What follows belongs to an exercise in optimizing a design on an open flow for small area; a production flow would make more cautious choices. Function was checked by simulation only, so behaviour that the tests miss may differ from the original. The flow treats the clock pin as an ideal source, which a real chip does not have. Power is estimated from default activity; no workload was simulated.

== v31 ==
## lc3b_mem_unit
module lc3b_mem_unit #(
  parameter int ADDR_W = 16,
  parameter int DATA_W = 16,
  parameter int DEPTH  = 256,
  parameter int RD_LAT = 5,
  parameter int WR_LAT = 10
) (
  input  logic              clk_50,
  input  logic              rst,
  input  logic [DATA_W-1:0] bus,
  input  logic              ld_mar,
  input  logic              ld_mdr,
  input  logic              gate_mdr,
  input  logic              mio_en,
  input  logic              rw,
  input  logic              datasize,
  output logic [DATA_W-1:0] mdr_out,
  output logic              r,
  output logic              addr_err
);
Size: roughly 42 I/O pins, about 49000 µm² of cells after synthesis.
export LEC_CHECK = 0
export ABC_AREA = 1
export CAP_MARGIN = 20
export CORE_MARGIN = 2
export CORE_UTILIZATION = 55
export PLACE_DENSITY = 0.65
export SLEW_MARGIN = 20
create_clock -name core_clock -period 10.0 [get_ports {clk_50}]
standard.sh (not shown) runs the stock make flow with config.mk's settings and CLKGATE_MAP_FILE= SYNTH_SCRIPT=/design/flow/synth_recipe.tcl, a recipe that flattens the netlist after the stock synthesis.
==> flow/flow/run.sh <==
#!/bin/bash
# The standard ORFS layout (standard.sh) with these changes:
#  - synthesis: synth_recipe.tcl unchanged, but ABC maps for area only
#    (flow/synth.tcl, flow/abc_area.script);
#  - CTS: small clock buffers, no dummy balancing loads, and leaf buffers
#    whose flip-flop clock slew would be high are upsized (flow/post_cts.tcl);
#  - port buffers are minimum size.
# make's output goes to flow_make.log here; ORFS keeps each step's own log
# under orfs/logs/.
set -euo pipefail
export FLOW_WORK=$PWD
export CLK_SLEW_FIX=0.115
bash standard.sh \
  "SYNTH_SCRIPT=$PWD/flow/synth.tcl" \
  "POST_CTS_TCL=$PWD/flow/post_cts.tcl" \
  "CTS_ARGS=-sink_clustering_enable -repair_clock_nets -dont_use_dummy_load -buf_list sky130_fd_sc_hd__clkbuf_8 -sink_clustering_size 18 -sink_clustering_max_diameter 45" \
  "BUFFER_PORTS_ARGS=-buffer_cell sky130_fd_sc_hd__buf_1" \
  finish > flow_make.log 2>&1
==> flow/flow/abc_area.script <==
strash
dch -f
amap -F 4 -A 16 -C 1000
topo
==> flow/flow/post_cts.tcl <==
# Upsize the clock buffers whose flip-flop clock pins would see a slow edge
# (placement parasitics; routed slews come out a little higher).
estimate_parasitics -placement
set limit $::env(CLK_SLEW_FIX)
set fixed 0
set bigger [dict create \
  sky130_fd_sc_hd__clkbuf_2 sky130_fd_sc_hd__clkbuf_4 \
  sky130_fd_sc_hd__clkbuf_4 sky130_fd_sc_hd__clkbuf_8 \
  sky130_fd_sc_hd__clkbuf_8 sky130_fd_sc_hd__clkbuf_16]
foreach inst [get_cells *] {
  set ref [get_property $inst ref_name]
  if {![dict exists $bigger $ref]} { continue }
  set out [get_pins -of_objects $inst -filter "direction == output"]
  set worst 0
  foreach p [get_pins -of_objects [get_nets -of_objects $out] -filter "direction == input"] {
    set s [get_property $p slew_max]
    if {$s > $worst} { set worst $s }
  }
  if {$worst > $limit} {
    replace_cell $inst [dict get $bigger $ref]
    incr fixed
  }
}
puts "post_cts: upsized $fixed clock buffers over $limit ns"
detailed_placement
check_placement
==> flow/flow/synth.tcl <==
# The standard synthesis (synth_recipe.tcl, sourced unchanged) with one
# change: ABC maps the logic with an area-only script (flow/abc_area.script)
# instead of ORFS's delay-driven one. Registers are mapped before ABC runs,
# so they come out the same as in the standard synthesis.
proc abc {args} {
  set i [lsearch -exact $args -script]
  if {$i >= 0} { lset args [expr {$i + 1}] $::env(FLOW_WORK)/flow/abc_area.script }
  yosys abc {*}$args
}
source $::env(FLOW_WORK)/synth_recipe.tcl
Relative to v31, the following input files were edited for v1:
Settings: CORE_UTILIZATION now 65, was 55; PLACE_DENSITY now 0.75, was 0.65.
--- a/flow/flow/run.sh
+++ b/flow/flow/run.sh
@@ -15,3 +15,3 @@
   "POST_CTS_TCL=$PWD/flow/post_cts.tcl" \
-  "CTS_ARGS=-sink_clustering_enable -repair_clock_nets -dont_use_dummy_load -buf_list sky130_fd_sc_hd__clkbuf_8 -sink_clustering_size 18 -sink_clustering_max_diameter 45" \
+  "CTS_ARGS=-sink_clustering_enable -repair_clock_nets -dont_use_dummy_load -buf_list sky130_fd_sc_hd__clkbuf_4 -sink_clustering_size 11 -sink_clustering_max_diameter 35" \
   "BUFFER_PORTS_ARGS=-buffer_cell sky130_fd_sc_hd__buf_1" \
Findings:
Compared with v31, via count of the first global-routing pass in v1 increased by a few percent.
Fmax: v1 higher than v31
| initial antenna violation count | v1 vs v31 | 3 lower |
When v1 is measured against v31, its wire length turns out 0.73% lower.
NOTE count of clock-buffer cells in the layout v31->v1 increased by more than a quarter
v1 completed end to end with timing, DRC and antenna clean.
In the flow results for v31 and v1, the placed wire-length estimate after detailed placement is larger on v1.
v1 vs. v31: highest ir drop seen on vdd dropped 15%, total power draw shows a reduction of about 3%.
Relative to v1, the following input files were edited for v7:
Settings: changing CORE_UTILIZATION from 65 to 45; changing PLACE_DENSITY from 0.75 to 0.55.
--- a/flow/flow/run.sh
+++ b/flow/flow/run.sh
@@ -15,3 +15,3 @@
   "POST_CTS_TCL=$PWD/flow/post_cts.tcl" \
-  "CTS_ARGS=-sink_clustering_enable -repair_clock_nets -dont_use_dummy_load -buf_list sky130_fd_sc_hd__clkbuf_4 -sink_clustering_size 11 -sink_clustering_max_diameter 35" \
+  "CTS_ARGS=-sink_clustering_enable -repair_clock_nets -dont_use_dummy_load -buf_list sky130_fd_sc_hd__clkbuf_4 -sink_clustering_size 12 -sink_clustering_max_diameter 35" \
   "BUFFER_PORTS_ARGS=-buffer_cell sky130_fd_sc_hd__buf_1" \
--- a/flow/flow/post_cts.tcl
+++ b/flow/flow/post_cts.tcl
@@ -5,9 +5,4 @@
 set fixed 0
-set bigger [dict create \
-  sky130_fd_sc_hd__clkbuf_2 sky130_fd_sc_hd__clkbuf_4 \
-  sky130_fd_sc_hd__clkbuf_4 sky130_fd_sc_hd__clkbuf_8 \
-  sky130_fd_sc_hd__clkbuf_8 sky130_fd_sc_hd__clkbuf_16]
 foreach inst [get_cells *] {
-  set ref [get_property $inst ref_name]
-  if {![dict exists $bigger $ref]} { continue }
+  if {[get_property $inst ref_name] != "sky130_fd_sc_hd__clkbuf_4"} { continue }
   set out [get_pins -of_objects $inst -filter "direction == output"]
@@ -19,3 +14,3 @@
   if {$worst > $limit} {
-    replace_cell $inst [dict get $bigger $ref]
+    replace_cell $inst sky130_fd_sc_hd__clkbuf_8
     incr fixed
[summary]
v7 did not stop at any stage, and its layout met the timing, DRC and antenna checks. Diff v1 -> v7 | width of the chip | up by more than 10%. Summary of v7 over v1: routed wire length per instance barely changed, global-route wire length before repair now sits higher. Against v1, v7 comes in 30 ps higher on biggest cell delay along the critical path. From v1 to v7 the numbers moved as follows: maximum resistive drop on vdd shows a reduction of about 9%; switching power of the nets shows an increase of about 3.4%; routed wire length shows an increase of 10000 µm; number of flip-flops and latches shows no meaningful change.

port drivers added, routing unchanged:
How much do the figures lean on ideal ports? The routed layouts below were timed once more, with nothing changed but the port constraints. Step 1: set_driving_cell puts a clkbuf_16 on clk_50 and a buf_2 on each other input, an assumption about the parent block. Step 2 also shifts input and output timing later by t, the mid clock arrival at the registers, as if the neighbouring blocks saw the same clock. a / b / c = no drivers / after step 1 / after step 2; a / b = the first two.
run	t (ns)	slack for setup (ns)	worst data-port slew with drivers (ns)	cell pins on the clock port's net
v31	0.758	1.752 / 1.798 / 1.040	0.04	1
v1	0.859	2.087 / 2.128 / 1.270	0.05	1
v7	0.908	2.239 / 2.277 / 1.369	0.05	1
After both steps every run listed still meets setup and hold. For v7, which loses most, drivers alone change the setup slack by +0.038 ns; drivers and shift together by -0.870 ns.
